From an optimization exercise on the open Yosys and OpenROAD flow, aimed at small area, a short achievable clock period and few clock cycles; shortcuts taken in it are not production practice. The RTL was checked by simulation tests, not by an equivalence proof against the original design. Power and IR drop assume default switching activity.

Design wasm_module_stream_parser, start of the top module:
module wasm_module_stream_parser #(
  parameter int LENGTH_BITS = wmsp_pkg::LENGTH_BITS_DEF
) (
  input  logic        clk,
  input  logic        rst_n,
  input  logic        in_valid,
  output logic        in_ready,
  input  logic [7:0]  in_data,
  output logic        out_valid,
  input  logic        out_ready,
  output logic [3:0]  out_event,
  output logic [7:0]  out_section_id,
  output logic [31:0] out_entry_index,
  output logic [7:0]  out_kind,
  output logic [63:0] out_value,
  output logic        out_last,
  input  logic        cfg_valid,
  output logic        cfg_ready,
  input  logic [31:0] cfg_module_length
);
clock: 13.5 ns
lec_check: 0
cap_margin: 20
core_margin: 2
core_utilization: 40
slew_margin: 20
standard.sh (not shown) runs the stock make flow with config.mk's settings and CLKGATE_MAP_FILE= SYNTH_SCRIPT=/design/flow/synth_recipe.tcl, a recipe that flattens the netlist after the stock synthesis.
==> flow/flow/run.sh <==
#!/bin/bash
# Layout flow: the standard flow (standard synthesis, floorplan, power
# grid, placement, CTS, routing), with these changes to how cells are chosen:
#  - every input and output port still gets its own buffer, but a plain
#    sky130_fd_sc_hd__buf_1 instead of the default delay buffer;
#  - clock tree synthesis uses clkbuf_8 buffers and inserts no dummy loads;
#  - timing repair aims for 9.5 ns of setup slack at the (unchanged) clock
#    period, so that it works on paths that already meet it.
# The constraints (constraint.sdc, clock period) are the standard flow's, unchanged.
# All of the make output goes to flow.log in this folder; each ORFS step
# also writes its own log under orfs/logs/.
set -euo pipefail
cd "$(dirname "$0")/.."
export BUFFER_PORTS_ARGS="-buffer_cell sky130_fd_sc_hd__buf_1"
export SETUP_SLACK_MARGIN=9.5
export CTS_ARGS="-sink_clustering_enable -repair_clock_nets -dont_use_dummy_load -buf_list sky130_fd_sc_hd__clkbuf_8"
if ! bash standard.sh finish > flow.log 2>&1; then
  tail -n 40 flow.log
  exit 1
fi
Testbench counts at the start, summed over its fixed seeds: cycles 31,454.
Edit:
--- a/flow/flow/run.sh
+++ b/flow/flow/run.sh
@@ -7 +7 @@
-#  - timing repair aims for 9.5 ns of setup slack at the (unchanged) clock
+#  - timing repair aims for 9 ns of setup slack at the (unchanged) clock
@@ -15 +15 @@
-export SETUP_SLACK_MARGIN=9.5
+export SETUP_SLACK_MARGIN=9
Effect: Utilization drops by 2.1 points. Power drops by 2.7%. Setup slack is about the same. Count of clock-buffer cells in the layout climbs by 2. Hold slack is worse by 0.011 ns. Sequential power barely changes.


## willow
Another version of the RTL of wasm_module_stream_parser (not shown whole).
Size in the first run: about 2,700 cells after synthesis, ~450 flip-flops, ~170 I/O pins, roughly 0.026 mm2 of cells after synthesis.
==> flow/design.v (excerpt) <==
module wasm_module_stream_parser #(
  parameter int LENGTH_BITS = wmsp_pkg::LENGTH_BITS_DEF
) (
  input  logic        clk,
  input  logic        rst_n,
  input  logic        in_valid,
  output logic        in_ready,
  input  logic [7:0]  in_data,
  output logic        out_valid,
  input  logic        out_ready,
  output logic [3:0]  out_event,
  output logic [7:0]  out_section_id,
  output logic [31:0] out_entry_index,
  output logic [7:0]  out_kind,
  output logic [63:0] out_value,
  output logic        out_last,
  input  logic        cfg_valid,
  output logic        cfg_ready,
  input  logic [31:0] cfg_module_length
);
  typedef enum logic [4:0] {
    S_DONE   = 5'b00000, S_HDR    = 5'b00001, S_SECID  = 5'b00010, S_SKIP   = 5'b00011,
    S_TFORM  = 5'b00100, S_TPAR   = 5'b00101, S_TRES   = 5'b00110, S_ENAME  = 5'b00111,
    S_LTYPE  = 5'b01000, S_CBYTE  = 5'b01001, S_EKIND  = 5'b01010, S_SKIPT  = 5'b01011,
    S_SECSIZE = 5'b10000, S_COUNT = 5'b10001, S_TNPAR  = 5'b10010, S_TNRES  = 5'b10011,
    S_FIDX   = 5'b10100, S_ELEN   = 5'b10101, S_EIDX   = 5'b10110, S_CSIZE  = 5'b10111,
    S_LCOUNT = 5'b11000, S_LN     = 5'b11001
  } st_t;
  localparam logic [2:0] X_NONE = 3'd0, X_T = 3'd1, X_F = 3'd2, X_X = 3'd3, X_B = 3'd4;
  localparam logic [1:0] V_HOLD = 2'd0, V_LEB = 2'd1, V_HDR = 2'd2, V_ZERO = 2'd3;
  logic        ib_v, ib1_v;
  logic [7:0]  ib_d, ib1_d;
  logic        cfg_pend_r, pend_end_r;
  logic        ov_r, olast_r, osec_r;
  logic [3:0]  oev_r;
  logic [2:0]  osel_r;
  logic [7:0]  okind_r;
  logic [63:0] oval_r;
  st_t         st_r;
  logic [8:0]  tk_r;                 
  logic        acc_nz_r, acc_hi_r;   
  logic [31:0] mlen_r;
  logic [31:0] rem_r, mrest_r, srest_r;
  logic        at_lim;               
  logic [31:0] ent_r, items_r;
  logic [7:0]  sec_r;
  logic [31:0] tl_r, fl_r, bl_r, x_r;
  logic        x_inc_r, bl_xtra_r;
  logic out_free, proc, work;
  assign out_free  = !ov_r || out_ready;
  assign in_ready  = !ib1_v;
  assign cfg_ready = !ib_v && !ib1_v;
  assign proc      = ib_v && out_free && !cfg_pend_r;
  assign work      = proc && (st_r != S_DONE);
  logic [7:0]  b;
  ...
export LEC_CHECK = 0
export CAP_MARGIN = 20
export CORE_MARGIN = 2
export CORE_UTILIZATION = 40
export SLEW_MARGIN = 20
create_clock -name core_clock -period 13.5 [get_ports {clk}]
==> flow/flow/run.sh <==
#!/bin/bash
# Layout flow: the standard flow (standard synthesis, floorplan, power
# grid, placement, CTS, routing), with these changes to how cells are chosen:
#  - every input and output port still gets its own buffer, but a plain
#    sky130_fd_sc_hd__buf_1 instead of the default delay buffer;
#  - clock tree synthesis uses clkbuf_8 buffers and inserts no dummy loads;
#  - timing repair aims for 9 ns of setup slack at the (unchanged) clock
#    period, so that it works on paths that already meet it.
# The constraints (constraint.sdc, clock period) are the standard flow's, unchanged.
# All of the make output goes to flow.log in this folder; each ORFS step
# also writes its own log under orfs/logs/.
set -euo pipefail
cd "$(dirname "$0")/.."
export BUFFER_PORTS_ARGS="-buffer_cell sky130_fd_sc_hd__buf_1"
export SETUP_SLACK_MARGIN=9
export CTS_ARGS="-sink_clustering_enable -repair_clock_nets -dont_use_dummy_load -buf_list sky130_fd_sc_hd__clkbuf_8"
if ! bash standard.sh finish > flow.log 2>&1; then
  tail -n 40 flow.log
  exit 1
fi
willow completed; timing, DRC and antenna clean
Testbench counts of willow, summed over its fixed seeds: cycles 31,454.
For sierra, these inputs were changed with respect to willow:
--- a/flow/flow/run.sh
+++ b/flow/flow/run.sh
@@ -7 +7 @@
-#  - timing repair aims for 9 ns of setup slack at the (unchanged) clock
+#  - timing repair aims for 10 ns of setup slack at the (unchanged) clock
@@ -15 +15 @@
-export SETUP_SLACK_MARGIN=9
+export SETUP_SLACK_MARGIN=10
In the metrics for willow and sierra, the one carrying the higher total routing usage reported by global routing is sierra.
sierra vs willow: non-filler instance count after layout up in sierra
Compared to willow, sierra has post-route total power 16% higher.
For layout multi-input combinational cell count, willow and sierra come out practically identical.
The number of placed instances with taps included of sierra and that of willow are within noise of each other.
Summary of sierra over willow: wire length grew by about 15%, power density normalized to cell area lower, number of cells on the critical path picked up an extra 1, met1 wire length increased 3100 um.
Inputs modified between sierra and juniper:
--- a/flow/flow/run.sh
+++ b/flow/flow/run.sh
@@ -3 +3 @@
-# grid, placement, CTS, routing), with these changes to how cells are chosen:
+# grid, placement, CTS, routing), with two changes to how cells are chosen:
@@ -6,3 +6 @@
-#  - clock tree synthesis uses clkbuf_8 buffers and inserts no dummy loads;
-#  - timing repair aims for 10 ns of setup slack at the (unchanged) clock
-#    period, so that it works on paths that already meet it.
+#  - clock tree synthesis uses clkbuf_8 buffers and inserts no dummy loads.
@@ -15 +12,0 @@
-export SETUP_SLACK_MARGIN=10
[summary]
juniper: all stages complete, timing, DRC and antenna checks passed
Compared with sierra, juniper is more frugal on power.
Compared with sierra, juniper shows a lower inverter count.
Per the comparison of juniper with sierra, least setup slack across all paths after layout -630 ps, routed metal-1 wirelength now sits lower, wire length of the first global-routing pass lower.
Power share of the clock group for juniper is higher than for sierra.
juniper vs. sierra: met2 demand-to-capacity share in global routing went down by 9.9 points.
sierra → juniper: initial antenna violation count dropped 2, slack of the worst reg-to-reg path dropped 1760 ps.

## re-timing with driven ports
Ports are ideal in the flow. The routed layouts listed here were re-timed in OpenROAD. Step 1 assumes that a clkbuf_16 drives the clock port and a buf_2 every other input. Step 2, shift: input delay + t, output delay - t, t = (earliest + latest rising clock arrival at the registers) / 2. This alone moves slack from input paths to output paths. Slacks: no drivers / after step 1 / after step 2; pairs: no drivers / after step 1.
run | shift t [ns] | setup WS [ns] | worst setup path at the end | slew at the worst register clock pin (ns) | cell pins on the clock port's net
the first run of note 1 | 0.700 | 9.027 / 8.969 / 8.916 | input to register | 0.06 / 0.06 | 1
the second run of note 1 | 0.703 | 9.029 / 8.975 / 8.488 | input to register | 0.06 / 0.06 | 1
willow | 0.706 | 8.635 / 8.576 / 8.591 | input to register | 0.07 / 0.07 | 1
sierra | 0.714 | 8.533 / 8.476 / 9.170 | input to register | 0.07 / 0.07 | 1
juniper | 0.699 | 7.906 / 7.906 / 7.906 | register to register | 0.06 / 0.06 | 1
After both steps every run listed still meets setup and hold. The setup slack of the second run of note 1, which loses most, moves by -0.054 ns with the drivers and by -0.541 ns with both steps.
